Context: an optimization exercise on an open-source flow, tuned for small area. The choices shown serve that exercise and are no tape-out recipe. RTL that was checked went through simulation tests only; none was proved equivalent to the original. Function not checked in run 1: the RTL went through the layout flow alone. Power figures rest on the tool's default switching activity, not on a simulated workload. The flow treats the clock pin as an ideal source, which a real chip does not have.

File: flow/config.mk
export PLATFORM = sky130hd
export DESIGN_NAME = peer_table_replay_filter_top
export DESIGN_NICKNAME = peer_table_replay_filter_top
export VERILOG_FILES = /design/flow/design.v
export SDC_FILE = /design/flow/constraint.sdc
export NUM_CORES = 4
export LEC_CHECK = 0
export CAP_MARGIN = 20
export CORE_MARGIN = 2
export CORE_UTILIZATION = 60
export SLEW_MARGIN = 20
File: flow/constraint.sdc
create_clock -name core_clock -period 5.0 [get_ports {clock}]
set_input_delay 1.0000 -clock core_clock [delete_from_list [all_inputs] [get_ports {clock}]]
set_output_delay 1.0000 -clock core_clock [all_outputs]
set_load 0.01 [all_outputs]
File: flow/design.v
`timescale 1ns / 1ps
`default_nettype none
package ptrf_pkg;
   localparam int PEER_SLOTS_DEFAULT = 8;
   localparam int MODE_W   = 2;
   localparam int MAC_W    = 48;
   localparam int MEMBER_W = 8;
   localparam int SEQ_W    = 32;
   localparam int STATUS_W = 3;
   localparam int SLOT_W   = 3;
   localparam logic [MODE_W-1:0] MODE_LEARN  = 2'd0;
   localparam logic [MODE_W-1:0] MODE_ACCEPT = 2'd1;
   localparam logic [MODE_W-1:0] MODE_LOOKUP = 2'd2;
   localparam logic [MODE_W-1:0] MODE_CLEAR  = 2'd3;
   localparam logic [STATUS_W-1:0] STATUS_OK          = 3'd0;
   localparam logic [STATUS_W-1:0] STATUS_MAC_REFUSED = 3'd1;
   localparam logic [STATUS_W-1:0] STATUS_UNKNOWN     = 3'd2;
   localparam logic [STATUS_W-1:0] STATUS_FULL        = 3'd3;
   localparam logic [STATUS_W-1:0] STATUS_STALE       = 3'd4;
   localparam logic [STATUS_W-1:0] STATUS_NO_MATCH    = 3'd5;
endpackage
`default_nettype wire
`timescale 1ns / 1ps
`default_nettype none
module ptrf_match (
   input  logic clock,
   input  logic first,
   input  logic in_member,
   input  logic in_mac,
   input  logic in_seq,
   input  logic tap_bit,
   input  logic op_bit,
   output logic valid_now,
   output logic member_eq,
   output logic mac_eq,
   output logic seq_le
);
   logic valid_ff, member_eq_ff, mac_eq_ff, seq_le_ff;
   logic diff;
   assign diff = tap_bit ^ op_bit;
   always_ff @(posedge clock) begin
      if (first) begin
         valid_ff     <= tap_bit;
         member_eq_ff <= 1'b1;
         mac_eq_ff    <= 1'b1;
         seq_le_ff    <= 1'b1;
      end else begin
         if (in_member && diff) member_eq_ff <= 1'b0;
         if (in_mac && diff)    mac_eq_ff    <= 1'b0;
         if (in_seq && diff)    seq_le_ff    <= tap_bit;
      end
   end
   assign valid_now = valid_ff;
   assign member_eq = member_eq_ff;
   assign mac_eq    = mac_eq_ff;
   assign seq_le    = diff ? tap_bit : seq_le_ff;
endmodule
`default_nettype wire
`timescale 1ns / 1ps
`default_nettype none
module ptrf_store #(
   parameter int PEER_SLOTS = ptrf_pkg::PEER_SLOTS_DEFAULT,
   parameter int SLOT_BITS  = 89,
   parameter int WIN_LO     = 9,
   parameter int WIN_W      = ptrf_pkg::MAC_W
) (
   input  logic             clock,
   input  logic             wr_bit,
   output logic             head_bit,
   output logic             tap_bit,
   output logic [WIN_W-1:0] win
);
   localparam int RING = PEER_SLOTS * SLOT_BITS;
   logic [RING-1:0] ring_ff;
   always_ff @(posedge clock) begin
      ring_ff <= {wr_bit, ring_ff[RING-1:1]};
   end
   assign head_bit = ring_ff[0];
   assign tap_bit  = ring_ff[SLOT_BITS];
   assign win      = ring_ff[SLOT_BITS + WIN_W - 1 : SLOT_BITS];
endmodule
`default_nettype wire
`timescale 1ns / 1ps
`default_nettype none
module peer_table_replay_filter_top #(
   parameter int PEER_SLOTS = ptrf_pkg::PEER_SLOTS_DEFAULT
) (
   input  logic                          clock,
   input  logic                          reset,
   input  logic                          csr_write_enable,
   input  logic                          csr_write_data,
   input  logic                          req_valid,
   output logic                          req_stall,
   input  logic [ptrf_pkg::MODE_W-1:0]   req_mode,
   input  logic [ptrf_pkg::MAC_W-1:0]    req_peer_mac,
   input  logic [ptrf_pkg::MEMBER_W-1:0] req_member_id,
   input  logic [ptrf_pkg::SEQ_W-1:0]    req_sequence_req,
   input  logic                          req_reset_window,
   output logic                          rsp_valid,
   input  logic                          rsp_stall,
   output logic [ptrf_pkg::STATUS_W-1:0] rsp_status,
   output logic                          rsp_found,
   output logic [ptrf_pkg::SLOT_W-1:0]   rsp_slot,
   output logic [ptrf_pkg::MAC_W-1:0]    rsp_found_mac
);
   localparam int IDX_W     = ptrf_pkg::SLOT_W;
   localparam int MEM_LO    = 1;
   localparam int MAC_LO    = MEM_LO + ptrf_pkg::MEMBER_W;
   localparam int SEQ_LO    = MAC_LO + ptrf_pkg::MAC_W;
   localparam int SLOT_BITS = SEQ_LO + ptrf_pkg::SEQ_W;
   localparam int BIT_W     = $clog2(SLOT_BITS);
   logic [BIT_W-1:0]              bit_ff;
   logic [IDX_W-1:0]              slot_ff;
   logic                          init_ff;
   logic                          scan_ff;
   logic                          fin_ff;
   logic                          pass2_ff;
   logic                          provisioned_ff;
   logic                          pending_ff;
   logic [ptrf_pkg::STATUS_W-1:0] st_ff, st_in;
   logic                          fd_ff, fd_in;
   logic [IDX_W-1:0]              sl_ff;
   logic                          mo_n_ff, mo_in;
   logic                          head_bit, tap_bit, op_bit, st_bit, wr_bit;
   logic [ptrf_pkg::MAC_W-1:0]    win;
   logic [SLOT_BITS-1:0]          op_vec;
   logic                          first, last_bit, last_slot;
   logic                          in_member, in_mac, in_seq;
   logic                          valid_now, member_eq, mac_eq, seq_le;
   logic                          decide, done, start;
   logic                          wr_macmem, wr_seq, clr_valid;
   assign first     = (bit_ff == '0);
   assign last_bit  = (bit_ff == BIT_W'(SLOT_BITS - 1));
   assign last_slot = (slot_ff == IDX_W'(PEER_SLOTS - 1));
   assign in_member = (bit_ff >= BIT_W'(MEM_LO)) && (bit_ff < BIT_W'(MAC_LO));
   assign in_mac    = (bit_ff >= BIT_W'(MAC_LO)) && (bit_ff < BIT_W'(SEQ_LO));
   assign in_seq    = (bit_ff >= BIT_W'(SEQ_LO));
   assign op_vec = {req_sequence_req, req_peer_mac, req_member_id, 1'b0};
   assign op_bit = op_vec[bit_ff];
   assign st_bit = op_bit ^ in_mac;
   ptrf_store #(
      .PEER_SLOTS (PEER_SLOTS),
      .SLOT_BITS  (SLOT_BITS),
      .WIN_LO     (MAC_LO),
      .WIN_W      (ptrf_pkg::MAC_W)
   ) u_store (
      .clock    (clock),
      .wr_bit   (wr_bit),
      .head_bit (head_bit),
      .tap_bit  (tap_bit),
      .win      (win)
   );
   ptrf_match u_match (
      .clock     (clock),
      .first     (first),
      .in_member (in_member),
      .in_mac    (in_mac),
      .in_seq    (in_seq),
      .tap_bit   (tap_bit),
      .op_bit    (st_bit),
      .valid_now (valid_now),
      .member_eq (member_eq),
      .mac_eq    (mac_eq),
      .seq_le    (seq_le)
   );
   assign start  = req_valid && !pending_ff && !init_ff && !scan_ff && !fin_ff &&
                   first && (slot_ff == '0);
   assign decide = scan_ff && last_bit;
   always_comb begin
      logic hit;
      done  = 1'b0;
      st_in = ptrf_pkg::STATUS_OK;
      fd_in = 1'b0;
      mo_in = 1'b0;
      hit   = 1'b0;
      case (req_mode)
         ptrf_pkg::MODE_LEARN: begin
            if (!pass2_ff) begin
               hit  = valid_now && (mac_eq || member_eq);
               done = hit || (last_slot && provisioned_ff);
               if (hit) begin
                  fd_in = 1'b1;
                  if (provisioned_ff && !mac_eq) begin
                     st_in = ptrf_pkg::STATUS_MAC_REFUSED;
                  end
               end else begin
                  st_in = ptrf_pkg::STATUS_UNKNOWN;
               end
            end else begin
               hit  = !valid_now;
               done = hit || last_slot;
               if (hit) begin
                  fd_in = 1'b1;
               end else begin
                  st_in = ptrf_pkg::STATUS_FULL;
               end
            end
         end
         ptrf_pkg::MODE_ACCEPT: begin
            hit  = valid_now && mac_eq;
            done = hit || last_slot;
            if (hit) begin
               fd_in = 1'b1;
               if (!req_reset_window && seq_le) begin
                  st_in = ptrf_pkg::STATUS_STALE;
               end
            end else begin
               st_in = ptrf_pkg::STATUS_NO_MATCH;
            end
         end
         ptrf_pkg::MODE_LOOKUP: begin
            hit  = valid_now && member_eq;
            done = hit || last_slot;
            if (hit) begin
               fd_in = 1'b1;
               mo_in = 1'b1;
            end else begin
               st_in = ptrf_pkg::STATUS_NO_MATCH;
            end
         end
         default: begin
            done = last_slot;
         end
      endcase
   end
   assign wr_macmem = fin_ff && (req_mode == ptrf_pkg::MODE_LEARN) && fd_ff &&
                      (st_ff == ptrf_pkg::STATUS_OK);
   assign wr_seq    = fin_ff && (req_mode == ptrf_pkg::MODE_ACCEPT) && fd_ff &&
                      (st_ff == ptrf_pkg::STATUS_OK);
   assign clr_valid = scan_ff && (req_mode == ptrf_pkg::MODE_CLEAR);
   always_comb begin
      wr_bit = head_bit;
      if (init_ff) begin
         wr_bit = 1'b0;
      end else if (first) begin
         wr_bit = (head_bit || wr_macmem) && !clr_valid;
      end else if ((wr_macmem && (in_member || in_mac)) || (wr_seq && in_seq)) begin
         wr_bit = st_bit;
      end
   end
   assign req_stall = !(fin_ff && last_bit);
   always_ff @(posedge clock) begin
      if (reset) begin
         bit_ff         <= '0;
         slot_ff        <= '0;
         init_ff        <= 1'b1;
         scan_ff        <= 1'b0;
         fin_ff         <= 1'b0;
         pass2_ff       <= 1'b0;
         provisioned_ff <= 1'b0;
         pending_ff     <= 1'b0;
      end else begin
         if (last_bit) begin
            bit_ff  <= '0;
            slot_ff <= slot_ff + IDX_W'(1);
         end else begin
            bit_ff <= bit_ff + BIT_W'(1);
         end
         if (last_bit && last_slot) begin
            init_ff <= 1'b0;
         end
         if (start) begin
            scan_ff <= 1'b1;
         end else if (decide && done) begin
            scan_ff <= 1'b0;
            fin_ff  <= 1'b1;
         end else if (decide && last_slot) begin
            pass2_ff <= 1'b1;
         end
         if (fin_ff && last_bit) begin
            fin_ff   <= 1'b0;
            pass2_ff <= 1'b0;
         end
         if (csr_write_enable) begin
            provisioned_ff <= csr_write_data;
         end
         if (pending_ff) begin
            pending_ff <= !rsp_valid;
         end else begin
            pending_ff <= fin_ff && last_bit;
         end
      end
   end
   always_ff @(posedge clock) begin
      if (decide) begin
         st_ff <= st_in;
         fd_ff <= fd_in;
         sl_ff <= fd_in ? slot_ff : '0;
         mo_n_ff <= !mo_in;
      end
   end
   assign rsp_valid     = pending_ff && !rsp_stall &&
                          (mo_n_ff || ((slot_ff == sl_ff) && (bit_ff == BIT_W'(MAC_LO))));
   assign rsp_status    = st_ff;
   assign rsp_found     = fd_ff;
   assign rsp_slot      = sl_ff;
   assign rsp_found_mac = ~(win | {ptrf_pkg::MAC_W{mo_n_ff}});
endmodule
`default_nettype wire
File: flow/flow/run.sh
#!/bin/bash
# Standard ORFS layout, with port buffers of the smallest buffer cell and a
# clock tree of small buffers built without dummy loads. Each tool's output
# goes to a log here.
set -euo pipefail
export BUFFER_PORTS_ARGS="-buffer_cell sky130_fd_sc_hd__buf_1"
export CTS_ARGS="-sink_clustering_enable -repair_clock_nets -dont_use_dummy_load -buf_list sky130_fd_sc_hd__clkbuf_4 -sink_clustering_size 12 -sink_clustering_max_diameter 50"
bash standard.sh > standard.log 2>&1
File: flow/standard.sh
#!/bin/bash
# synth_recipe.tcl (not shown) runs the flow's synth.tcl, then flattens the netlist and writes it again
# the make line also repeats each setting of config.mk as NAME=value (left out here)
make -C /OpenROAD-flow-scripts/flow DESIGN_CONFIG=/design/flow/config.mk WORK_HOME=/design/flow/orfs CLKGATE_MAP_FILE= SYNTH_SCRIPT=/design/flow/synth_recipe.tcl "${@:-finish}"
==> results of run 1 <==
cell type report:
cell class / count / share of cell area, %
tap: 378 / 2.57
multi-input combinational: 242 / 10.1
sequential: 740 / 81.0
timing repair buffer: 154 / 3.16
clock buffer: 72 / 2.94
inverter: 13 / 0.265
antenna: 1 / 0.0136
worst min path at each step:
stage / startpoint / endpoint / slack (ns)
2_1_floorplan: u_store.ring_ff[1] / u_store.ring_ff[0] / 0.31
3_3_place_gp: u_store.ring_ff[364] / u_store.ring_ff[363] / 0.31
3_5_place_dp: u_store.ring_ff[1] / u_store.ring_ff[0] / 0.31
4_1_cts: u_store.ring_ff[324] / u_store.ring_ff[323] / 0.28
5_1_grt: u_store.ring_ff[454] / u_store.ring_ff[453] / 0.29
6_report: u_store.ring_ff[502] / u_store.ring_ff[501] / 0.29
cells in the mapped netlist (2+ instances only):
master and n:
or3_1 3, edfxtp_1 9, a22oi_1 7, mux2i_1 7, mux2_2 2, nand3b_1 5, o21ai_1 2, a31oi_1 4
nor4_1 2, nor3_1 5, nand3_1 11, buf_6 2, a221oi_1 2, nand2b_1 3, xnor2_1 3, nor2b_1 5
nand2_1 15, buf_2 4, o21ai_0 4, a21o_1 2, mux4_2 8, a21oi_1 10, nand4_1 4, o211ai_1 2
o21bai_1 2, ha_1 11, nor2_1 73, and2_1 5, inv_1 13, or2_2 2, dfxtp_1 731, a21boi_1 2
clkbuf_1 11, mux2_1 2, mux4_1 10, xor2_1 5
flip-flops by register name (all words and copies together) (netlist names), 3 cells and up:
| signal | cells |
|---|---|
| u_store.ring_ff | 712 |
| slot_ff | 3 |
| sl_ff | 3 |
| st_ff | 3 |
| bit_ff | 7 |
worst max-delay path: cells and delay by family, from the launching register on:
family | cells | cell delay [ns]
AND/OR/NAND/NOR | 4 | 0.64
flip-flops | 1 | 0.90
adder cells (fa/ha/maj) | 1 | 0.32
buffers and inverters | 1 | 0.18
per-layer routing:
| metal | vias up | share of wire, % |
|---|---|---|
| met3 | 44 | 5.1 |
| li1 | 3677 | - |
| met1 | 3330 | 53 |
| met5 | - | 0 |
| met4 | 0 | 2.2 |
| met2 | 168 | 39 |
cells by family after synthesis:
kind of cell    Yosys count  synth area share (%)
xor+xnor                  8                 0.414
simple gates            142                  4.08
compound gates           51                  2.26
buf+inv                  34                  1.06
flops                   740                  88.0
fa+ha+maj                11                 0.813
mux                      30                  3.38
stage by stage:
stage / setup WS [ns] / cells
final: 1.31 / 1600
after global routing: 0.952 / 1600
after CTS: 1.18 / 1599
after detailed placement: 1.92 / 1527
after global placement: 1.96 / 1527
after floorplan: 2.39 / 1016
cell usage in the layout, fill, tap and decap left out, types with 10 or more instances in the layout:
master / netlist / final
inv_1: 13 / 13
buf_1: 1 / 153
nor2_1: 73 / 73
ha_1: 11 / 11
clkbuf_4: 0 / 72
mux4_1: 10 / 10
a21oi_1: 10 / 10
nand3_1: 11 / 11
nand2_1: 15 / 15
dfxtp_1: 731 / 730
power breakdown:
part | total, uW | internal (uW) | switching [uW] | leakage, uW
sequential | 5930 | 5910 | 24.2 | 0.00598
clock | 2210 | 670 | 1540 | 0.000331
combinational | 133 | 76.5 | 56.0 | 0.000869
==> summary.txt, run 1 <==
Run status
  – Outcome: timing/DRC/antenna clean

CTS
  – Cts repair resizes: 0
  – Post-CTS Setup Inserts: 0
  – CTS tree: done
  – CTS Sinks: 740
  – CTS Hold Bufs: 0
  – Num CTS Buffers: 72
  – Root Buffer: clkbuf_4
  – Clock Latency Late Sink: 0.67 ns
  – H-Tree Depth: 3
  – Clock slew at reported path FFs: 0.11 ns
  – Max clock buf depth: 3

Synth
  – Warnings from Yosys: 3
  – Mapped Area: 0.0169 mm^2
  – Synth top area share: 86.4%
  – Area contributors post-synth: dfxtp_1 (86%), nor2_1 (1.6%), edfxtp_1 (1.6%)
  – Post-synthesis register bit count: 740
  – Synth cell types: 64
  – Synthesized area per cell: 16.7 um^2
  – Asr flop ratio synth: 0%
  – Synthesized Nets: 1124
  – Leading area contributor after synthesis: dfxtp_1
  – Post-synth EDFFs: 9
  – Seq/Total Area, Yosys: 88.0%
  – Synthesized instance count: 1016
  – Ys flop type: dfxtp_1

Layout
  – Post-route core utilization: 66.3%
  – FF/Latch Area: 0.0149 mm^2
  – Layout cells sized above 1: 7.78%
  – Syn-to-layout area delta: 8.67%
  – Final-layout fill cell count: 2122
  – Area of the multi-input gates: 0.00186 mm^2
  – Nets: 1331
  – Design area: 0.0184 mm^2

Critical path
  – CP Class: flip-flop to output port
  – Reg2Reg Setup Slack: 2.09 ns
  – FF-to-FF End: fin_ff
  – Crit path from: bit_ff[0]
  – Critical-path top delay cell: dfxtp_2
  – Worst path cell trace: ha_1 > nand3_1 > nor4_1 > nor2_1 > nor3b_1 > buf_1
  – Crit path DAT: 2.69 ns
  – Worst EP required: 4.00 ns
  – Worst setup endpoint: rsp_valid
  – Max Fanout on Critical Path: 34
  – Max incr delay on CP: 0.90 ns
  – Worst r2r path cells: 8
  – CP Launch Type: flip-flop
  – Reg2reg start: bit_ff[1]
  – Critical Path End Type: output port

Floorplanning
  – Die Y-Extent: 172 um
  – Initial core utilization: 61.0%
  – Chip width: 172 um
  – I/O pins: 154
  – FP Rows: 61
  – Core ar.: 0.0278 mm^2
  – Area of the die: 0.0296 mm^2

Timing
  – Unrepaired setup endpoints after global routing: false
  – Fmax: 271 MHz
  – Skew final: 0.101 ns
  – Final Hold Viols: 0
  – Min Clock Period, post-route: 3.69 ns
  – Worst-margin pin slew: 1.01 ns
  – Slew Limit Headroom: 32.7%
  – Final clock period utilization by the worst path: 73.7%
  – Final max-slew violation count: 0
  – Setup_tns: 0 ns
  – Worst hold slack: 0.289 ns
  – Final setup violation count: 0

Placement
  – Input/output buffers: 153
  – Post-DP Area: 0.0179 mm^2
  – Dpl hpwl: 11.9 mm
  – Gp weighted congestion: 0.791

Global routing
  – Most used routing layer: met1
  – First-pass GRT wire length: 33.9 mm
  – Antenna violations before repair: 1
  – Largest net degree at the start of global routing: 41
  – Grt met3 use: 4.37%
  – Met2 usage: 19.5%
  – GR Util All Layers: 14.6%
  – Vias in the first global route: 7015
  – Met1 Track Usage GR: 22.0%
  – Total grt overflow: 0

Drt
  – Routed wire length: 20.6 mm
  – WL/cell: 12.9 um
  – Vias post-DR: 7219
  – Starting DRT DRC Count: 311
  – # DRC: 0
  – TritonRoute pass-1 iters: 4
  – ANT nets after route: 0
  – Vias/cell: 4.51

Worst hold path
  – Hold WC Path Type: flip-flop to flip-flop
  – Hold Crit Depth: 0

Power
  – Power consumption: 8280 uW
  – P per Cell Area: 450 mW/mm^2
  – Peak VDD IR: 0.268 mV
  – Leak: 0.00718 uW

Run
  – Max-Cap Viols: 0
==> run 2, diff against run 1 <==
--- a/flow/design.v
+++ b/flow/design.v
@@ -24,23 +24,21 @@
 `default_nettype none
 module ptrf_match (
    input  logic clock,
-   input  logic first,
+   input  logic restart,
    input  logic in_member,
    input  logic in_mac,
    input  logic in_seq,
    input  logic tap_bit,
    input  logic op_bit,
-   output logic valid_now,
    output logic member_eq,
    output logic mac_eq,
    output logic seq_le
 );
-   logic valid_ff, member_eq_ff, mac_eq_ff, seq_le_ff;
+   logic member_eq_ff, mac_eq_ff, seq_le_ff;
    logic diff;
    assign diff = tap_bit ^ op_bit;
    always_ff @(posedge clock) begin
-      if (first) begin
-         valid_ff     <= tap_bit;
+      if (restart) begin
          member_eq_ff <= 1'b1;
          mac_eq_ff    <= 1'b1;
          seq_le_ff    <= 1'b1;
@@ -50,10 +48,9 @@
          if (in_seq && diff)    seq_le_ff    <= tap_bit;
       end
    end
-   assign valid_now = valid_ff;
    assign member_eq = member_eq_ff;
    assign mac_eq    = mac_eq_ff;
-   assign seq_le    = diff ? tap_bit : seq_le_ff;
+   assign seq_le    = seq_le_ff;
 endmodule
 `default_nettype wire
 `timescale 1ns / 1ps
@@ -61,7 +58,7 @@
 module ptrf_store #(
    parameter int PEER_SLOTS = ptrf_pkg::PEER_SLOTS_DEFAULT,
    parameter int SLOT_BITS  = 89,
-   parameter int WIN_LO     = 9,
+   parameter int WIN_LO     = 8,
    parameter int WIN_W      = ptrf_pkg::MAC_W
 ) (
    input  logic             clock,
@@ -104,10 +101,11 @@
    output logic [ptrf_pkg::MAC_W-1:0]    rsp_found_mac
 );
    localparam int IDX_W     = ptrf_pkg::SLOT_W;
-   localparam int MEM_LO    = 1;
+   localparam int MEM_LO    = 0;
    localparam int MAC_LO    = MEM_LO + ptrf_pkg::MEMBER_W;
    localparam int SEQ_LO    = MAC_LO + ptrf_pkg::MAC_W;
-   localparam int SLOT_BITS = SEQ_LO + ptrf_pkg::SEQ_W;
+   localparam int VLD_BIT   = SEQ_LO + ptrf_pkg::SEQ_W;
+   localparam int SLOT_BITS = VLD_BIT + 1;
    localparam int BIT_W     = $clog2(SLOT_BITS);
    logic [BIT_W-1:0]              bit_ff;
    logic [IDX_W-1:0]              slot_ff;
@@ -126,16 +124,16 @@
    logic [SLOT_BITS-1:0]          op_vec;
    logic                          first, last_bit, last_slot;
    logic                          in_member, in_mac, in_seq;
-   logic                          valid_now, member_eq, mac_eq, seq_le;
+   logic                          member_eq, mac_eq, seq_le;
    logic                          decide, done, start;
    logic                          wr_macmem, wr_seq, clr_valid;
    assign first     = (bit_ff == '0);
    assign last_bit  = (bit_ff == BIT_W'(SLOT_BITS - 1));
    assign last_slot = (slot_ff == IDX_W'(PEER_SLOTS - 1));
-   assign in_member = (bit_ff >= BIT_W'(MEM_LO)) && (bit_ff < BIT_W'(MAC_LO));
+   assign in_member = (bit_ff < BIT_W'(MAC_LO));
    assign in_mac    = (bit_ff >= BIT_W'(MAC_LO)) && (bit_ff < BIT_W'(SEQ_LO));
-   assign in_seq    = (bit_ff >= BIT_W'(SEQ_LO));
-   assign op_vec = {req_sequence_req, req_peer_mac, req_member_id, 1'b0};
+   assign in_seq    = (bit_ff >= BIT_W'(SEQ_LO)) && !last_bit;
+   assign op_vec = {1'b0, req_sequence_req, req_peer_mac, req_member_id};
    assign op_bit = op_vec[bit_ff];
    assign st_bit = op_bit ^ in_mac;
    ptrf_store #(
@@ -152,13 +150,12 @@
    );
    ptrf_match u_match (
       .clock     (clock),
-      .first     (first),
+      .restart   (last_bit),
       .in_member (in_member),
       .in_mac    (in_mac),
       .in_seq    (in_seq),
       .tap_bit   (tap_bit),
       .op_bit    (st_bit),
-      .valid_now (valid_now),
       .member_eq (member_eq),
       .mac_eq    (mac_eq),
       .seq_le    (seq_le)
@@ -168,6 +165,8 @@
    assign decide = scan_ff && last_bit;
    always_comb begin
       logic hit;
+      logic valid_now;
+      valid_now = tap_bit;
       done  = 1'b0;
       st_in = ptrf_pkg::STATUS_OK;
       fd_in = 1'b0;
@@ -232,7 +231,7 @@
       wr_bit = head_bit;
       if (init_ff) begin
          wr_bit = 1'b0;
-      end else if (first) begin
+      end else if (last_bit) begin
          wr_bit = (head_bit || wr_macmem) && !clr_valid;
       end else if ((wr_macmem && (in_member || in_mac)) || (wr_seq && in_seq)) begin
          wr_bit = st_bit;
==> flow/flow/run.sh (replaced) <==
#!/bin/bash
# Standard ORFS layout, with port buffers of the smallest buffer cell and a
# clock tree of small buffers built without dummy loads. Each tool's output
# goes to a log here.
set -euo pipefail
export BUFFER_PORTS_ARGS="-buffer_cell sky130_fd_sc_hd__buf_1"
export CTS_ARGS="-sink_clustering_enable -repair_clock_nets -dont_use_dummy_load -buf_list sky130_fd_sc_hd__clkbuf_8 -sink_clustering_size 24 -sink_clustering_max_diameter 50"
bash standard.sh > standard.log 2>&1
==> run 2 against run 1 <==
Net effect: synthesized area shrank 0.27%; cell count shrank 1.4%; count of clock-buffer cells in the layout shrank 30; register-to-register slack gained 0.28 ns; die area shrank 0.26%; sequential share of layout area shrank 0.23 points; critical endpoint unchanged; critical path depth grew 1; worst hold slack lost 0.025 ns; design area is essentially flat.
==> summary.txt, run 2 <==
Run status
  – Outcome: timing/DRC/antenna clean

CTS
  – H-Tree Depth: 2
  – Clock Latency Late Sink: 0.59 ns
  – Num CTS Buffers: 42
  – Max clock buf depth: 3
  – Post-CTS Setup Inserts: 0
  – CTS Sinks: 739
  – Root Buffer: clkbuf_8
  – Cts repair resizes: 0
  – CTS Hold Bufs: 0
  – CTS tree: done
  – Clock slew at reported path FFs: 0.11 ns

Global routing
  – GR Util All Layers: 14.6%
  – Antenna violations before repair: 0
  – First-pass GRT wire length: 33.8 mm
  – Total grt overflow: 0
  – Vias in the first global route: 6706
  – Largest net degree at the start of global routing: 37

Critical path
  – Worst EP required: 4.00 ns
  – Crit path DAT: 2.36 ns
  – Worst path cell trace: inv_1 > ha_1 > nand2b_1 > nor3_1 > a41oi_1 > nor3b_1 > buf_1
  – CP Class: flip-flop to output port
  – Worst r2r path cells: 7
  – Max incr delay on CP: 0.72 ns
  – Max Fanout on Critical Path: 17
  – Critical Path End Type: output port
  – CP Launch Type: flip-flop
  – Critical-path top delay cell: dfxtp_1

Drt
  – ANT nets after route: 0
  – Vias/cell: 4.51
  – TritonRoute pass-1 iters: 4
  – Starting DRT DRC Count: 333
  – WL/cell: 13.5 um
  – # DRC: 0
  – Vias post-DR: 7108
  – Routed wire length: 21.4 mm

Power
  – Peak VDD IR: 0.319 mV
  – Clock power frac: 27.5%
  – P per Cell Area: 452 mW/mm^2
  – Switching portion of total power: 19.1%
  – Reg power frac: 71.0%
  – Internal Pwr Total: 6730 uW
  – Comb power frac: 1.5%
  – Leak: 0.00710 uW
  – Switch Pwr: 1590 uW

Timing
  – Skew final: 0.0889 ns
  – Min Clock Period, post-route: 3.36 ns
  – Final clock period utilization by the worst path: 67.1%
  – Slack of the critical path: 1.64 ns
  – Unrepaired setup endpoints after global routing: false
  – Final max-slew violation count: 0
  – Fmax: 298 MHz
  – Final Hold Viols: 0
  – Setup_tns: 0 ns
  – Worst-margin pin slew: 0.761 ns
  – Final setup violation count: 0
  – Slew Limit Headroom: 49.3%

Layout
  – Biggest regs: u_store.ring_ff: 712 flops, bit_ff: 7 flops
  – Syn-to-layout area delta: 9.05%
  – Nets: 1308
  – Biggest register: u_store.ring_ff
  – Layout cells sized above 1: 4.84%
  – Max reg flops: 712
  – Final-layout fill cell count: 2024
  – Diodes inserted: 0
  – Commonest non-fill, non-tap cell in the layout: dfxtp_1
  – Commonest cells after routing, fill and taps aside: dfxtp_1 (730), buf_1 (153), nor2_1 (66)

Placement
  – Input/output buffers: 153
  – Gp weighted congestion: 0.805
  – Dpl hpwl: 12.8 mm
  – Pre-CTS setup slack: 2.12 ns

Run
  – Max-Cap Viols: 0

Floorplanning
  – Initial core utilization: 60.8%
  – Chip width: 172 um
  – FP Rows: 61
  – Die Y-Extent: 172 um
  – Core ar.: 0.0278 mm^2
  – I/O pins: 154
  – Area of the die: 0.0295 mm^2

Synth
  – Synth top area share: 86.6%
  – Synthesized instance count: 1022
  – Post-synth top cells: dfxtp_1 (731), nor2_1 (66), mux2i_1 (19)
  – Seq/Total Area, Yosys: 88.0%
  – Most common cell in the netlist: dfxtp_1
  – Warnings from Yosys: 3
  – Synth cell types: 58
  – Synthesized Nets: 1129
  – Mapped Area: 0.0169 mm^2
  – Ys flop type: dfxtp_1
  – Synthesized area per cell: 16.5 um^2
  – Post-synthesis register bit count: 739
  – Asr flop ratio synth: 0%
  – Leading area contributor after synthesis: dfxtp_1
  – Area contributors post-synth: dfxtp_1 (87%), mux4_1 (1.6%), nor2_1 (1.5%)
  – Post-synth EDFFs: 8

Worst hold path
  – Hold WC Path Type: flip-flop to flip-flop
  – Hold Crit Depth: 0
-- run 2: critical path: cells and delay by family (launching register included) --
family | cells | cell delay, ns
buffers and inverters | 2 | 0.32
flip-flops | 1 | 0.72
adder cells (fa/ha/maj) | 1 | 0.22
AO/OA/AOI/OAI | 1 | 0.26
AND/OR/NAND/NOR | 3 | 0.35
-- run 2: power by group through the flow --
stage,clock network [uW],logic (uW),registers (uW)
floorplan,0,89.5,6040
global route,2570,136,5910
CTS,2370,123,5910
global placement,0,122,6040
finish,2290,122,5910
detailed placement,0,123,6040
-- run 2: final timing paths --
| path | end | slack (ns) | start |
|---|---|---|---|
| min | u_store.ring_ff[630] | 0.26 | u_store.ring_ff[631] |
| max reg2reg | pass2_ff | 2.37 | bit_ff[3] |
| max | rsp_valid | 1.64 | bit_ff[1] |
| min reg2reg | u_store.ring_ff[630] | 0.26 | u_store.ring_ff[631] |
-- run 2: through the flow --
stage	instances	utilization, %	area, um^2	total power (uW)	hold WS, ns
finish	1577	66.3	18400	8320	0.264
global route	1577	66.3	18400	8620	0.260
CTS	1577	66.3	18400	8400	0.249
detailed placement	1535	64.2	17800	6170	0.312
global placement	1535	64.2	17800	6160	0.310
floorplan	1022	-	16900	6130	0.310
-- run 2: layer usage --
metal | global-route usage, % | share of wire [%] | vias to the layer above
met4 | 5.55 | 2.6 | 0
li1 | - | - | 3651
met5 | 0 | 0 | -
met2 | 20.1 | 39 | 145
met1 | 22.6 | 55 | 3268
met3 | 3.08 | 4.2 | 44
-- run 2: cells by family after synthesis --
family | Yosys count | synth area share [%]
buffers and inverters | 34 | 1.03
flip-flops | 739 | 88.0
multiplexers | 38 | 3.48
adder cells (fa/ha/maj) | 10 | 0.741
AND/OR/NAND/NOR | 144 | 4.15
XOR/XNOR | 9 | 0.467
AO/OA/AOI/OAI | 48 | 2.09
-- run 2: area by class of cell --
cell class	instances	area [um^2]	area share, %
multi-input cells	249	1850	10.0
flip-flops and latches	739	14900	80.7
repair buffers	156	597	3.24
well taps	378	473	2.57
inverters	13	48.8	0.265
clock buffers	42	578	3.14
==> run 3, diff against run 2 <==
==> flow/flow/run.sh (replaced) <==
#!/bin/bash
# Standard ORFS layout, with port buffers of the smallest buffer cell and a
# clock tree of small buffers built without dummy loads. Each tool's output
# goes to a log here.
set -euo pipefail
export BUFFER_PORTS_ARGS="-buffer_cell sky130_fd_sc_hd__buf_1"
export CTS_ARGS="-sink_clustering_enable -repair_clock_nets -dont_use_dummy_load -buf_list sky130_fd_sc_hd__clkbuf_16 -sink_clustering_size 30 -sink_clustering_max_diameter 80"
bash standard.sh > standard.log 2>&1
==> run 3 against run 2 <==
Net effect: register-to-register slack worse by 0.11 ns; design area up 0.67%; global-route usage down 0.33 points; synthesized area unchanged; total power up 3.0%; utilization up 0.44 points; worst setup slack worse by 0.061 ns; critical path depth unchanged; worst hold slack worse by 0.0090 ns.
==> summary.txt, run 3 <==
Run status
  – Outcome: timing/DRC/antenna clean

Synth
  – Synth top area share: 86.6%
  – Synthesized Nets: 1129
  – Asr flop ratio synth: 0%
  – Mapped Area: 0.0169 mm^2
  – Synthesized instance count: 1022
  – Area contributors post-synth: dfxtp_1 (87%), mux4_1 (1.6%), nor2_1 (1.5%)
  – Most common cell in the netlist: dfxtp_1
  – Ys flop type: dfxtp_1
  – Leading area contributor after synthesis: dfxtp_1
  – Synth cell types: 58
  – Post-synthesis register bit count: 739
  – Seq/Total Area, Yosys: 88.0%
  – Warnings from Yosys: 3
  – Post-synth EDFFs: 8
  – Synthesized area per cell: 16.5 um^2
  – Post-synth top cells: dfxtp_1 (731), nor2_1 (66), mux2i_1 (19)

Floorplanning
  – FP Rows: 61
  – Initial core utilization: 60.8%
  – Area of the die: 0.0295 mm^2
  – Core ar.: 0.0278 mm^2
  – Die Y-Extent: 172 um
  – I/O pins: 154
  – Chip width: 172 um

Drt
  – ANT nets after route: 0
  – WL/cell: 13.5 um
  – Vias post-DR: 7061
  – # DRC: 0
  – Routed wire length: 21.1 mm
  – Starting DRT DRC Count: 289
  – TritonRoute pass-1 iters: 4
  – Vias/cell: 4.52

Timing
  – Worst-margin pin slew: 0.748 ns
  – Slack of the critical path: 1.58 ns
  – Unrepaired setup endpoints after global routing: false
  – Min Clock Period, post-route: 3.42 ns
  – Fmax: 293 MHz
  – Final Hold Viols: 0
  – Final max-slew violation count: 0
  – Slew Limit Headroom: 50.2%
  – Final setup violation count: 0
  – Setup_tns: 0 ns
  – Skew final: 0.0786 ns
  – Final clock period utilization by the worst path: 68.3%

Layout
  – Biggest register: u_store.ring_ff
  – Layout cells sized above 1: 3.71%
  – Final-layout fill cell count: 1996
  – Max reg flops: 712
  – Biggest regs: u_store.ring_ff: 712 flops, bit_ff: 7 flops
  – Diodes inserted: 0
  – Commonest non-fill, non-tap cell in the layout: dfxtp_1
  – Commonest cells after routing, fill and taps aside: dfxtp_1 (730), buf_1 (153), nor2_1 (66)
  – FF/Latch Area: 0.0149 mm^2
  – Area of the multi-input gates: 0.00185 mm^2
  – Syn-to-layout area delta: 9.78%
  – Design area: 0.0185 mm^2
  – Nets: 1294

Global routing
  – Vias in the first global route: 6611
  – Largest net degree at the start of global routing: 37
  – Total grt overflow: 0
  – GR Util All Layers: 14.3%
  – Antenna violations before repair: 0
  – First-pass GRT wire length: 33.5 mm

CTS
  – Root Buffer: clkbuf_16
  – CTS Hold Bufs: 0
  – Clock slew at reported path FFs: 0.11 ns
  – H-Tree Depth: 1
  – Cts repair resizes: 0
  – Post-CTS Setup Inserts: 0
  – CTS tree: done
  – Max clock buf depth: 3
  – Clock Latency Late Sink: 0.59 ns
  – CTS Sinks: 739
  – Num CTS Buffers: 28

Placement
  – Dpl hpwl: 12.8 mm
  – Input/output buffers: 153
  – Post-DP Area: 0.0178 mm^2
  – Pre-CTS setup slack: 2.12 ns
  – Gp weighted congestion: 0.805

Critical path
  – Worst r2r path cells: 7
  – CP Launch Type: flip-flop
  – Critical Path End Type: output port
  – Max Fanout on Critical Path: 17
  – CP Class: flip-flop to output port
  – Worst EP required: 4.00 ns
  – Crit path DAT: 2.42 ns

Power
  – Peak VDD IR: 0.337 mV
  – Leak: 0.00714 uW
  – P per Cell Area: 462 mW/mm^2
  – Power consumption: 8570 uW

Worst hold path
  – Hold WC Path Type: flip-flop to flip-flop
  – Hold Crit Depth: 0

Run
  – Max-Cap Viols: 0
[run 3: cell types whose count changed in the layout (fill, tap and decap cells not counted), sizes merged]
cell	change
clkbuf	-14
[run 3: worst max-delay path, cell delays in order, from the launching register on]
cell and delay (ns):
dfxtp_1 0.73, inv_1 0.18, ha_1 0.22, nand2b_1 0.17, nor3_1 0.08, a41oi_1 0.26
nor3b_1 0.10, buf_1 0.14
[run 3: layout make-up]
| class | instances | share of cell area (%) |
|---|---|---|
| sequential | 739 | 80.2 |
| timing repair buffer | 156 | 3.22 |
| inverter | 13 | 0.263 |
| tap | 378 | 2.55 |
| multi-input combinational | 249 | 9.98 |
| clock buffer | 28 | 3.78 |
[run 3: where the power goes]
group,total [uW],internal (uW),switching (uW)
Combinational,122,66.7,55.1
Sequential,5910,5900,9.30
Clock,2540,1010,1530
[run 3: routing by layer]
layer	up-vias	track usage [%]	wire [um]
li1	3622	-	-
met1	3268	22.5	11400
met2	138	20.2	8340
met3	33	2.49	883
met4	0	3.98	468
met5	-	0	0
[run 3: cells by family after synthesis]
kind of cell	Yosys count	share of synthesized area [%]
DFF	739	88.0
and+or+nand+nor	144	4.15
AOI/OAI and AO/OA	48	2.09
muxes	38	3.48
buffers and inverters	34	1.03
adders and majority gates	10	0.741
xor gates and xnor gates	9	0.467
[run 3: stage by stage]
stage | hold slack (ns) | util (%) | std cells
finish | 0.255 | 66.8 | 1563
global route | 0.257 | 66.8 | 1563
CTS | 0.244 | 66.8 | 1563
detailed placement | 0.312 | 64.2 | 1535
global placement | 0.310 | 64.2 | 1535
floorplan | 0.310 | - | 1022
[run 3: worst paths after layout]
kind | end | slack (ns) | start
worst min register to register | u_store.ring_ff[630] | 0.26 | u_store.ring_ff[631]
worst min-delay path | u_store.ring_ff[630] | 0.26 | u_store.ring_ff[631]
worst max register to register | fin_ff | 2.26 | bit_ff[3]
worst max-delay path | rsp_valid | 1.58 | bit_ff[1]
==> run 4, diff against run 3 <==
==> flow/flow/run.sh (replaced) <==
#!/bin/bash
# Standard ORFS layout, with port buffers of the smallest buffer cell and a
# clock tree of small buffers built without dummy loads. Each tool's output
# goes to a log here.
set -euo pipefail
export BUFFER_PORTS_ARGS="-buffer_cell sky130_fd_sc_hd__buf_1"
export CTS_ARGS="-sink_clustering_enable -repair_clock_nets -dont_use_dummy_load -buf_list sky130_fd_sc_hd__clkbuf_8 -sink_clustering_size 20 -sink_clustering_max_diameter 80"
bash standard.sh > standard.log 2>&1
==> run 4 against run 3 <==
Net effect: cell count up 0.96%; clock power shrank 9.4%; sequential share of layout area is 0.47 points higher; synthesized area is the same; utilization is 0.39 points lower; highest routed layer unchanged; combinational power about the same; maximum frequency increased by 1.4%; worst setup slack improved by 0.048 ns; total power decreased by 2.7%; synthesized cell count unchanged.
==> summary.txt, run 4 <==
Placement
  – Gp weighted congestion: 0.805
  – Input/output buffers: 153
  – Dpl hpwl: 12.8 mm

Synth
  – Seq/Total Area, Yosys: 88.0%
  – Synth cell types: 58
  – Area contributors post-synth: dfxtp_1 (87%), mux4_1 (1.6%), nor2_1 (1.5%)
  – Leading area contributor after synthesis: dfxtp_1
  – Asr flop ratio synth: 0%
  – Post-synth EDFFs: 8
  – Post-synth top cells: dfxtp_1 (731), nor2_1 (66), mux2i_1 (19)
  – Synthesized instance count: 1022
  – Most common cell in the netlist: dfxtp_1
  – Mapped Area: 0.0169 mm^2
  – Synthesized Nets: 1129
  – Warnings from Yosys: 3
  – Synthesized area per cell: 16.5 um^2
  – Post-synthesis register bit count: 739
  – Ys flop type: dfxtp_1
  – Synth top area share: 86.6%

Layout
  – Biggest regs: u_store.ring_ff: 712 flops, bit_ff: 7 flops
  – Commonest cells after routing, fill and taps aside: dfxtp_1 (730), buf_1 (153), nor2_1 (66)
  – Syn-to-layout area delta: 9.13%
  – Final-layout fill cell count: 2011
  – Layout cells sized above 1: 4.92%
  – Commonest non-fill, non-tap cell in the layout: dfxtp_1
  – Biggest register: u_store.ring_ff
  – Diodes inserted: 0
  – Max reg flops: 712
  – Nets: 1309

Timing
  – Skew final: 0.0849 ns
  – Worst hold slack: 0.280 ns
  – Worst-margin pin slew: 0.738 ns
  – Final setup violation count: 0
  – Final clock period utilization by the worst path: 67.4%
  – Final Hold Viols: 0
  – Unrepaired setup endpoints after global routing: false
  – Setup_tns: 0 ns
  – Slew Limit Headroom: 50.8%
  – Final max-slew violation count: 0
  – Min Clock Period, post-route: 3.37 ns
  – Fmax: 297 MHz

CTS
  – CTS tree: done
  – H-Tree Depth: 2
  – Clock Latency Late Sink: 0.58 ns
  – Num CTS Buffers: 43
  – Max clock buf depth: 3
  – CTS Hold Bufs: 0
  – Clock slew at reported path FFs: 0.12 ns
  – Cts repair resizes: 0
  – Root Buffer: clkbuf_8
  – CTS Sinks: 739
  – Post-CTS Setup Inserts: 0

Critical path
  – Worst EP required: 4.00 ns
  – Crit path from: bit_ff[1]
  – Critical-path top delay cell: dfxtp_1
  – FF-to-FF End: fin_ff
  – Critical Path End Type: output port
  – CP Class: flip-flop to output port
  – Max incr delay on CP: 0.72 ns
  – Reg2Reg Setup Slack: 2.33 ns
  – CP Launch Type: flip-flop
  – Worst r2r path cells: 7
  – Worst setup endpoint: rsp_valid
  – Reg2reg start: bit_ff[3]
  – Crit path DAT: 2.37 ns
  – Worst path cell trace: inv_1 > ha_1 > nand2b_1 > nor3_1 > a41oi_1 > nor3b_1 > buf_1
  – Max Fanout on Critical Path: 17

Run
  – Max-Cap Viols: 0

Floorplanning
  – FP Rows: 61
  – Chip width: 172 um
  – Area of the die: 0.0295 mm^2
  – Die Y-Extent: 172 um
  – Core ar.: 0.0278 mm^2
  – I/O pins: 154
  – Initial core utilization: 60.8%

Drt
  – WL/cell: 13.5 um
  – TritonRoute pass-1 iters: 4
  – ANT nets after route: 0
  – Routed wire length: 21.3 mm
  – Starting DRT DRC Count: 322
  – Vias post-DR: 7140
  – Vias/cell: 4.52
  – # DRC: 0

Power
  – Peak VDD IR: 0.323 mV
  – Power consumption: 8330 uW
  – P per Cell Area: 452 mW/mm^2
  – Leak: 0.00711 uW

Global routing
  – Largest net degree at the start of global routing: 37
  – GR Util All Layers: 14.6%
  – Antenna violations before repair: 0
  – Vias in the first global route: 6804
  – Total grt overflow: 0
  – First-pass GRT wire length: 34.0 mm

Run status
  – Outcome: timing/DRC/antenna clean

Worst hold path
  – Hold WC Path Type: flip-flop to flip-flop
==> run 4: cell counts after synthesis <==
Identical to the previous run, type by type.
==> run 4: final cells by class <==
type	instances	area [um^2]	share of cell area, %
well taps	378	473	2.57
flip-flops and latches	739	14900	80.7
multi-input cells	249	1850	10.0
repair buffers	156	597	3.24
clock buffers	43	592	3.21
inverters	13	48.8	0.265
==> run 4: per-stage QoR <==
stage	cells	setup WS [ns]	cell area [um^2]	util [%]
2_1_floorplan	1022	2.15	16900	-
3_3_place_gp	1535	2.14	17800	64.2
3_5_place_dp	1535	2.12	17800	64.2
4_1_cts	1578	1.55	18400	66.4
5_1_grt	1578	1.42	18400	66.4
6_report	1578	1.63	18400	66.4
==> run 4: worst min path at each step <==
stage | slack [ns] | from | cells after the start | endpoint
global placement | 0.31 | u_store.ring_ff[260] | 0 | u_store.ring_ff[259]
floorplan | 0.31 | u_store.ring_ff[1] | 0 | u_store.ring_ff[0]
detailed placement | 0.31 | u_store.ring_ff[304] | 0 | u_store.ring_ff[303]
global route | 0.29 | u_store.ring_ff[620] | 0 | u_store.ring_ff[619]
CTS | 0.28 | u_store.ring_ff[632] | 0 | u_store.ring_ff[631]
finish | 0.28 | u_store.ring_ff[632] | 0 | u_store.ring_ff[631]
==> run 4: routing by layer <==
layer	vias to the layer above	track usage, %	wire length (um)
met3	53	2.92	935
met1	3283	22.5	11300
met4	0	5.30	619
met5	-	0	0
li1	3647	-	-
met2	157	20.4	8410
==> run 4: critical path, delay by kind of cell, from the launching register on <==
kind	cells	cell delay (ns)
AOI/OAI and AO/OA	1	0.26
DFF	1	0.72
and+or+nand+nor	3	0.35
buffers and inverters	2	0.32
adders and majority gates	1	0.22
==> run 4: cells by family after synthesis <==
family,after synthesis,share of synthesized area (%)
compound gates,48,2.09
xor+xnor,9,0.467
fa+ha+maj,10,0.741
buf+inv,34,1.03
flops,739,88.0
mux,38,3.48
simple gates,144,4.15
==> run 4: report_power, final <==
| part | total [uW] | switching, uW | internal [uW] |
|---|---|---|---|
| clock | 2300 | 1520 | 780 |
| combinational | 122 | 55.0 | 66.8 |
| sequential | 5910 | 9.28 | 5900 |
==> run 5, diff against run 4 <==
--- a/flow/design.v
+++ b/flow/design.v
@@ -107,6 +107,7 @@
    localparam int VLD_BIT   = SEQ_LO + ptrf_pkg::SEQ_W;
    localparam int SLOT_BITS = VLD_BIT + 1;
    localparam int BIT_W     = $clog2(SLOT_BITS);
+   localparam int OP_GROUPS = (SLOT_BITS - 1) / 8;
    logic [BIT_W-1:0]              bit_ff;
    logic [IDX_W-1:0]              slot_ff;
    logic                          init_ff;
@@ -121,20 +122,36 @@
    logic                          mo_n_ff, mo_in;
    logic                          head_bit, tap_bit, op_bit, st_bit, wr_bit;
    logic [ptrf_pkg::MAC_W-1:0]    win;
-   logic [SLOT_BITS-1:0]          op_vec;
+   logic [SLOT_BITS-2:0]          op_vec;
+   logic [7:0]                    sel_lo;
+   logic [OP_GROUPS:0]            sel_hi;
    logic                          first, last_bit, last_slot;
    logic                          in_member, in_mac, in_seq;
    logic                          member_eq, mac_eq, seq_le;
    logic                          decide, done, start;
    logic                          wr_macmem, wr_seq, clr_valid;
-   assign first     = (bit_ff == '0);
-   assign last_bit  = (bit_ff == BIT_W'(SLOT_BITS - 1));
+   always_comb begin
+      for (int i = 0; i < 8; i++) begin
+         sel_lo[i] = (bit_ff[2:0] == 3'(i));
+      end
+      for (int j = 0; j <= OP_GROUPS; j++) begin
+         sel_hi[j] = (bit_ff[BIT_W-1:3] == (BIT_W-3)'(j));
+      end
+   end
+   assign first     = sel_hi[0] && sel_lo[0];
+   assign last_bit  = sel_hi[OP_GROUPS];
    assign last_slot = (slot_ff == IDX_W'(PEER_SLOTS - 1));
-   assign in_member = (bit_ff < BIT_W'(MAC_LO));
-   assign in_mac    = (bit_ff >= BIT_W'(MAC_LO)) && (bit_ff < BIT_W'(SEQ_LO));
-   assign in_seq    = (bit_ff >= BIT_W'(SEQ_LO)) && !last_bit;
-   assign op_vec = {1'b0, req_sequence_req, req_peer_mac, req_member_id};
-   assign op_bit = op_vec[bit_ff];
+   assign in_member = sel_hi[0];
+   assign in_mac    = |sel_hi[SEQ_LO/8-1:MAC_LO/8];
+   assign in_seq    = |sel_hi[OP_GROUPS-1:SEQ_LO/8];
+   assign op_vec = {req_sequence_req, req_peer_mac, req_member_id};
+   always_comb begin
+      logic [OP_GROUPS-1:0] grp;
+      for (int j = 0; j < OP_GROUPS; j++) begin
+         grp[j] = |(op_vec[8*j +: 8] & sel_lo);
+      end
+      op_bit = |(grp & sel_hi[OP_GROUPS-1:0]);
+   end
    assign st_bit = op_bit ^ in_mac;
    ptrf_store #(
       .PEER_SLOTS (PEER_SLOTS),
@@ -289,7 +306,7 @@
       end
    end
    assign rsp_valid     = pending_ff && !rsp_stall &&
-                          (mo_n_ff || ((slot_ff == sl_ff) && (bit_ff == BIT_W'(MAC_LO))));
+                          (mo_n_ff || ((slot_ff == sl_ff) && sel_hi[MAC_LO/8] && sel_lo[0]));
    assign rsp_status    = st_ff;
    assign rsp_found     = fd_ff;
    assign rsp_slot      = sl_ff;
==> flow/flow/run.sh (replaced) <==
#!/bin/bash
# Standard ORFS layout, with port buffers of the smallest buffer cell and a
# clock tree of small buffers built without dummy loads. Each tool's output
# goes to a log here.
set -euo pipefail
export BUFFER_PORTS_ARGS="-buffer_cell sky130_fd_sc_hd__buf_1"
export CTS_ARGS="-sink_clustering_enable -repair_clock_nets -dont_use_dummy_load -buf_list sky130_fd_sc_hd__clkbuf_4 -sink_clustering_size 10 -sink_clustering_max_diameter 30"
bash standard.sh > standard.log 2>&1
==> run 5 against run 4 <==
Net effect: die area down 2.0%; total power up 2.7%; worst setup slack got worse by 0.43 ns; clock skew decreased by 0.0047 ns; critical path depth stayed put; first-iteration DRC count rose by 61%; worst hold slack worse by 0.023 ns; global-route usage up 0.78 points; largest cell class unchanged.
==> summary.txt, run 5 <==
Drt
  – Vias post-DR: 7401
  – Starting DRT DRC Count: 517
  – TritonRoute pass-1 iters: 7
  – WL/cell: 13.3 um
  – Vias/cell: 4.62
  – Routed wire length: 21.3 mm
  – ANT nets after route: 0
  – # DRC: 0

Run
  – Max-Cap Viols: 0

Power
  – Clock power frac: 29.5%
  – Comb power frac: 1.6%
  – P per Cell Area: 469 mW/mm^2
  – Reg power frac: 68.9%
  – Switching portion of total power: 19.6%
  – Switch Pwr: 1680 uW
  – Leak: 0.00710 uW
  – Peak VDD IR: 0.261 mV
  – Internal Pwr Total: 6880 uW

Synth
  – Warnings from Yosys: 3
  – Post-synth EDFFs: 8
  – Area contributors post-synth: dfxtp_1 (88%), nor2_1 (1.7%), edfxtp_1 (1.5%)
  – Synthesized instance count: 1026
  – Post-synthesis register bit count: 739
  – Synth top area share: 88.4%
  – Synthesized area per cell: 16.1 um^2
  – Most common cell in the netlist: dfxtp_1
  – Post-synth top cells: dfxtp_1 (731), nor2_1 (74), nand2_1 (35)
  – Mapped Area: 0.0166 mm^2
  – Seq/Total Area, Yosys: 89.9%
  – Synthesized Nets: 1137
  – Asr flop ratio synth: 0%
  – Leading area contributor after synthesis: dfxtp_1
  – Ys flop type: dfxtp_1
  – Synth cell types: 51

CTS
  – Clock Latency Late Sink: 0.72 ns
  – Post-CTS Setup Inserts: 0
  – Num CTS Buffers: 101
  – CTS tree: done
  – Cts repair resizes: 0
  – Root Buffer: clkbuf_4
  – Clock slew at reported path FFs: 0.10 ns
  – CTS Hold Bufs: 0
  – CTS Sinks: 739
  – Max clock buf depth: 3
  – H-Tree Depth: 3

Timing
  – Setup_tns: 0 ns
  – Final setup violation count: 0
  – Unrepaired setup endpoints after global routing: false
  – Final max-slew violation count: 0
  – Final clock period utilization by the worst path: 76.0%
  – Slack of the critical path: 1.20 ns
  – Worst-margin pin slew: 0.856 ns
  – Min Clock Period, post-route: 3.80 ns
  – Slew Limit Headroom: 43.0%
  – Final Hold Viols: 0
  – Worst hold slack: 0.257 ns
  – Fmax: 263 MHz
  – Skew final: 0.0803 ns

Critical path
  – Critical-path top delay cell: ha_1
  – Max incr delay on CP: 0.72 ns
  – Crit path max-delay family: adder cells
  – CP Class: flip-flop to output port
  – CP Launch Type: flip-flop
  – Crit path DAT: 2.80 ns
  – Worst EP required: 4.00 ns
  – Crit path buf inv count: 2
  – Worst path cell trace: inv_1 > ha_1 > nand3_1 > nor3_1 > a41oi_1 > nor3b_1 > buf_1
  – Max Fanout on Critical Path: 24
  – Critical Path End Type: output port

Floorplanning
  – Initial core utilization: 61.3%
  – I/O pins: 154
  – Die Y-Extent: 170 um
  – Area of the die: 0.0289 mm^2
  – FP Rows: 60
  – Chip width: 170 um
  – Core ar.: 0.0270 mm^2

Placement
  – Pre-CTS setup slack: 1.91 ns
  – Gp weighted congestion: 0.843
  – Input/output buffers: 153
  – Dpl hpwl: 12.2 mm
  – Placed cell count: 1501

Global routing
  – Antenna violations before repair: 1
  – Vias in the first global route: 7194
  – First-pass GRT wire length: 35.1 mm
  – Total grt overflow: 0
  – GR Util All Layers: 15.4%
  – Largest net degree at the start of global routing: 49

Layout
  – Layout cells sized above 1: 8.72%
  – Nets: 1374
  – Syn-to-layout area delta: 10.2%
  – Commonest cells after routing, fill and taps aside: dfxtp_1 (731), buf_1 (153), clkbuf_4 (101)
  – Commonest non-fill, non-tap cell in the layout: dfxtp_1
  – Layout Cells excl Fill: 1603
  – Biggest regs: u_store.ring_ff: 712 flops, bit_ff: 7 flops
  – Biggest register: u_store.ring_ff
  – Max reg flops: 712

Run status
  – Outcome: timing/DRC/antenna clean

Worst hold path
  – Hold WC Path Type: flip-flop to flip-flop
## run 5: cell type report
class	count	area, um^2
Multi-Input combinational cell	253	1540
Timing Repair Buffer	156	597
Fill cell	1968	8780
Inverter	12	45.0
Antenna cell	1	2.50
Tap cell	341	427
Sequential cell	739	14900
Clock buffer	101	758
## run 5: metal layers
metal | part of all wire, % | wire, um | global-route usage [%] | up-vias
met5 | 0 | 0 | 0 | -
met4 | 2.5 | 537 | 7.73 | 0
met1 | 54 | 11400 | 23.3 | 3347
li1 | - | - | - | 3804
met2 | 38 | 8170 | 19.8 | 202
met3 | 5.2 | 1110 | 4.70 | 48
## run 5: logic make-up (layout without fill, tap and decap cells)
logic type                 Yosys count  after routing  share of synthesized area [%]
DFF                                739            739                           89.9
and+or+nand+nor                    149            149                           3.95
AOI/OAI and AO/OA                   77             77                           3.57
buffers and inverters               34            269                          0.831
adders and majority gates           14             14                           1.06
xor gates and xnor gates             8              8                          0.423
muxes                                5              5                          0.310
other                                0              1                              0
## run 5: metrics by stage
stage                     cell area (um^2)  utilization (%)  total power (uW)
after floorplan                      16600                -              6120
after global placement               17500             64.7              6160
after detailed placement             17500             64.7              6170
after CTS                            18200             67.5              8700
after global routing                 18200             67.5              8960
final                                18200             67.5              8560
## run 5: power by group through the flow
stage	registers (uW)	clock network, uW	logic, uW
2_1_floorplan	6030	0	87.3
5_1_grt	5900	2910	151
3_5_place_dp	6030	0	133
6_report	5900	2530	135
4_1_cts	5900	2670	134
3_3_place_gp	6030	0	131
## run 5: final timing paths
path,startpoint,endpoint,slack [ns],depth (start not counted)
hold / removal,u_store.ring_ff[204],u_store.ring_ff[203],0.26,0
setup reg to reg,bit_ff[0],u_match.mac_eq_ff,1.94,10
setup / recovery,bit_ff[0],rsp_valid,1.20,7
hold reg to reg,u_store.ring_ff[204],u_store.ring_ff[203],0.26,0
## run 5: worst register-to-register path, delay by kind of cell (launching register included)
kind	cells	cell delay (ns)
flip-flops	1	0.41
AND/OR/NAND/NOR	2	0.40
adder cells (fa/ha/maj)	1	0.50
buffers and inverters	1	0.08
AO/OA/AOI/OAI	5	1.32
XOR/XNOR	1	0.19
==> run 6, diff against run 5 <==
==> flow/flow/run.sh (replaced) <==
#!/bin/bash
# Standard ORFS layout, with port buffers of the smallest buffer cell and a
# clock tree of small buffers built without dummy loads. Each tool's output
# goes to a log here.
set -euo pipefail
export BUFFER_PORTS_ARGS="-buffer_cell sky130_fd_sc_hd__buf_1"
export CTS_ARGS="-sink_clustering_enable -repair_clock_nets -dont_use_dummy_load -buf_list sky130_fd_sc_hd__clkbuf_16 -sink_clustering_size 32 -sink_clustering_max_diameter 50"
bash standard.sh > standard.log 2>&1
--- a/flow/config.mk
+++ b/flow/config.mk
@@ -7,5 +7,6 @@
 export LEC_CHECK = 0
 export CAP_MARGIN = 20
 export CORE_MARGIN = 2
-export CORE_UTILIZATION = 60
+export CORE_UTILIZATION = 70
+export PLACE_DENSITY = 0.85
 export SLEW_MARGIN = 20
==> run 6 against run 5 <==
Net effect: worst setup slack better by 0.15 ns; critical endpoint unchanged; first-iteration DRC count is 12% higher; register-to-register slack lost 0.25 ns; count of clock-buffer cells in the layout down 66; non-clock buffer count decreased by 1; synthesized cell count unchanged; sequential cell count unchanged; combinational power about the same.
==> summary.txt, run 6 <==
Run status
  – Outcome: timing/DRC/antenna clean

Placement
  – Gp weighted congestion: 0.872
  – Dpl hpwl: 13.8 mm
  – Placed cell count: 1478
  – Input/output buffers: 153

Synth
  – Simple-gate share of the synthesized area: 3.95%
  – Seq/Total Area, Yosys: 89.9%
  – Post-synthesis xor/xnor area fraction: 0.423%
  – Synthesized Nets: 1137
  – Post-synth EDFFs: 8
  – Most common cell in the netlist: dfxtp_1
  – Post-synth top cells: dfxtp_1 (731), nor2_1 (74), nand2_1 (35)
  – Ys flop type: dfxtp_1
  – Area contributors post-synth: dfxtp_1 (88%), nor2_1 (1.7%), edfxtp_1 (1.5%)
  – Warnings from Yosys: 3
  – Synth cell types: 51
  – Leading area contributor after synthesis: dfxtp_1
  – Synthesized instance count: 1026
  – Asr flop ratio synth: 0%
  – Mux cell area share after synthesis: 0.310%
  – Adder-cell area share of the yosys netlist: 1.06%
  – Post-synthesis register bit count: 739
  – Synthesized area per cell: 16.1 um^2
  – Synth top area share: 88.4%
  – Synth Area in Compound Gates: 3.57%
  – Mapped Area: 0.0166 mm^2
  – Main combinational cell family by area after synthesis: simple AND/OR/NAND/NOR gates

Floorplanning
  – Chip width: 158 um
  – FP Rows: 56
  – Area of the die: 0.0249 mm^2
  – I/O pins: 154
  – Core ar.: 0.0233 mm^2
  – Initial core utilization: 70.9%
  – Die Y-Extent: 158 um

Layout
  – Post-route core utilization: 78.5%
  – Nets: 1307
  – Max reg flops: 712
  – Commonest cells after routing, fill and taps aside: dfxtp_1 (731), buf_1 (153), nor2_1 (74)
  – Biggest register: u_store.ring_ff
  – Syn-to-layout area delta: 10.7%
  – Layout cells sized above 1: 3.60%
  – Layout Cells excl Fill: 1513
  – Biggest regs: u_store.ring_ff: 712 flops, bit_ff: 7 flops
  – Diodes inserted: 0
  – Commonest non-fill, non-tap cell in the layout: dfxtp_1

Drt
  – ANT nets after route: 0
  – # DRC: 0
  – Routed wire length: 25.3 mm
  – Vias/cell: 4.93
  – WL/cell: 16.7 um
  – TritonRoute pass-1 iters: 7
  – Vias post-DR: 7452
  – Starting DRT DRC Count: 579

Global routing
  – GR Util All Layers: 21.1%
  – Largest net degree at the start of global routing: 49
  – Vias in the first global route: 7602
  – First-pass GRT wire length: 40.3 mm
  – Antenna violations before repair: 0
  – Total grt overflow: 0

Critical path
  – Crit path buf inv count: 2
  – Reg2Reg Setup Slack: 1.69 ns
  – Critical Path End Type: output port
  – CP Launch Type: flip-flop
  – Max incr delay on CP: 0.69 ns
  – Worst path cell trace: inv_1 > ha_1 > nand3_1 > nor3_1 > a41oi_1 > nor3b_1 > buf_1
  – CP Class: flip-flop to output port
  – Max Fanout on Critical Path: 24
  – Critical-path top delay cell: ha_1
  – Crit path DAT: 2.65 ns
  – Worst EP required: 4.00 ns
  – CP Depth: 7
  – Crit path from: bit_ff[0]
  – Crit path max-delay family: adder cells
  – Worst r2r path cells: 10
  – Reg2reg start: bit_ff[2]

Power
  – Peak VDD IR: 0.340 mV
  – Power consumption: 8910 uW
  – P per Cell Area: 486 mW/mm^2
  – Leak: 0.00706 uW

Run
  – Max-Cap Viols: 0

CTS
  – CTS tree: done
  – Clock Latency Late Sink: 0.53 ns
  – CTS Hold Bufs: 0
  – Max clock buf depth: 3
  – Num CTS Buffers: 35
  – H-Tree Depth: 2
  – Cts repair resizes: 0
  – Clock slew at reported path FFs: 0.09 ns
  – Post-CTS Setup Inserts: 0
  – CTS Sinks: 739
  – Root Buffer: clkbuf_16

Timing
  – Skew final: 0.0706 ns
  – Min Clock Period, post-route: 3.65 ns
  – Fmax: 274 MHz
  – Setup_tns: 0 ns
  – Slew Limit Headroom: 45.8%
  – Final clock period utilization by the worst path: 73.0%
  – Final Hold Viols: 0
  – Unrepaired setup endpoints after global routing: false
  – Worst-margin pin slew: 0.812 ns
  – Final setup violation count: 0
  – Final max-slew violation count: 0

Worst hold path
  – Hold WC Path Type: flip-flop to flip-flop
  – Hold_sp: u_store.ring_ff[116]
  – Hold Crit Depth: 0
-- run 6: stage by stage --
stage	worst slack, ns	area (um^2)	hold WS, ns
finish	1.35	18300	0.278
global route	1.19	18300	0.264
CTS	1.42	18300	0.270
detailed placement	1.75	17400	0.312
global placement	1.89	17400	0.311
floorplan	2.32	16600	0.310
-- run 6: path summary, 6_finish.rpt --
path,endpoint
max,rsp_valid
min,u_store.ring_ff[115]
max reg2reg,u_match.mac_eq_ff
min reg2reg,u_store.ring_ff[115]
-- run 6: area by class of cell --
class	count	area [um^2]
multi-input cells	253	1540
clock buffers	35	876
inverters	12	45.0
flip-flops and latches	739	14900
fillers	1276	5010
well taps	319	399
repair buffers	155	589
-- run 6: kinds of logic after synthesis --
kind of cell	after synthesis
AOI/OAI and AO/OA	77
xor gates and xnor gates	8
adders and majority gates	14
buffers and inverters	34
DFF	739
muxes	5
and+or+nand+nor	149
-- run 6: routing by layer --
layer  track usage [%]  vias up  wire [um]
li1                  -     3642          -
met1              29.8     3496      11700
met2              33.3      253      11600
met3              4.02       61       1380
met4              7.01        0        603
met5                 0        -          0
-- run 6: where the power goes --
part	internal, uW	switching (uW)
clock network	1260	1620
logic	61.8	70.4
registers	5890	6.11

==> afterwards: timing with drivers on the ports <==
Ports are ideal in the flow. The routed layouts listed here were re-timed in OpenROAD. Step 1 (the two cells are an assumption about what drives the block):
set clk [get_ports {clock}]
set_driving_cell -lib_cell sky130_fd_sc_hd__clkbuf_16 $clk
set_driving_cell -lib_cell sky130_fd_sc_hd__buf_2 [delete_from_list [all_inputs] $clk]
Step 2, shift: input delay + t, output delay - t, t = (earliest + latest rising clock arrival at the registers) / 2. This alone moves slack from input paths to output paths. Slacks: ideal / step 1 / step 2; pairs: ideal / step 1.
run | t (ns) | slack for setup (ns) | latest minus earliest clock arrival (ns) | worst data-port slew with drivers (ns) | pins driven straight from the clock port
run 1 | 0.681 | 1.314 / 1.271 / 1.952 | 0.129 / 0.130 | 0.04 | 1
run 2 | 0.592 | 1.644 / 1.598 / 2.099 | 0.098 / 0.098 | 0.04 | 1
run 3 | 0.600 | 1.583 / 1.534 / 2.091 | 0.078 / 0.078 | 0.04 | 1
run 4 | 0.585 | 1.631 / 1.586 / 2.117 | 0.086 / 0.087 | 0.04 | 1
run 5 | 0.711 | 1.201 / 1.158 / 1.869 | 0.110 / 0.110 | 0.05 | 1
run 6 | 0.549 | 1.351 / 1.301 / 1.686 | 0.087 / 0.088 | 0.05 | 1
After both steps every run listed still meets setup and hold.
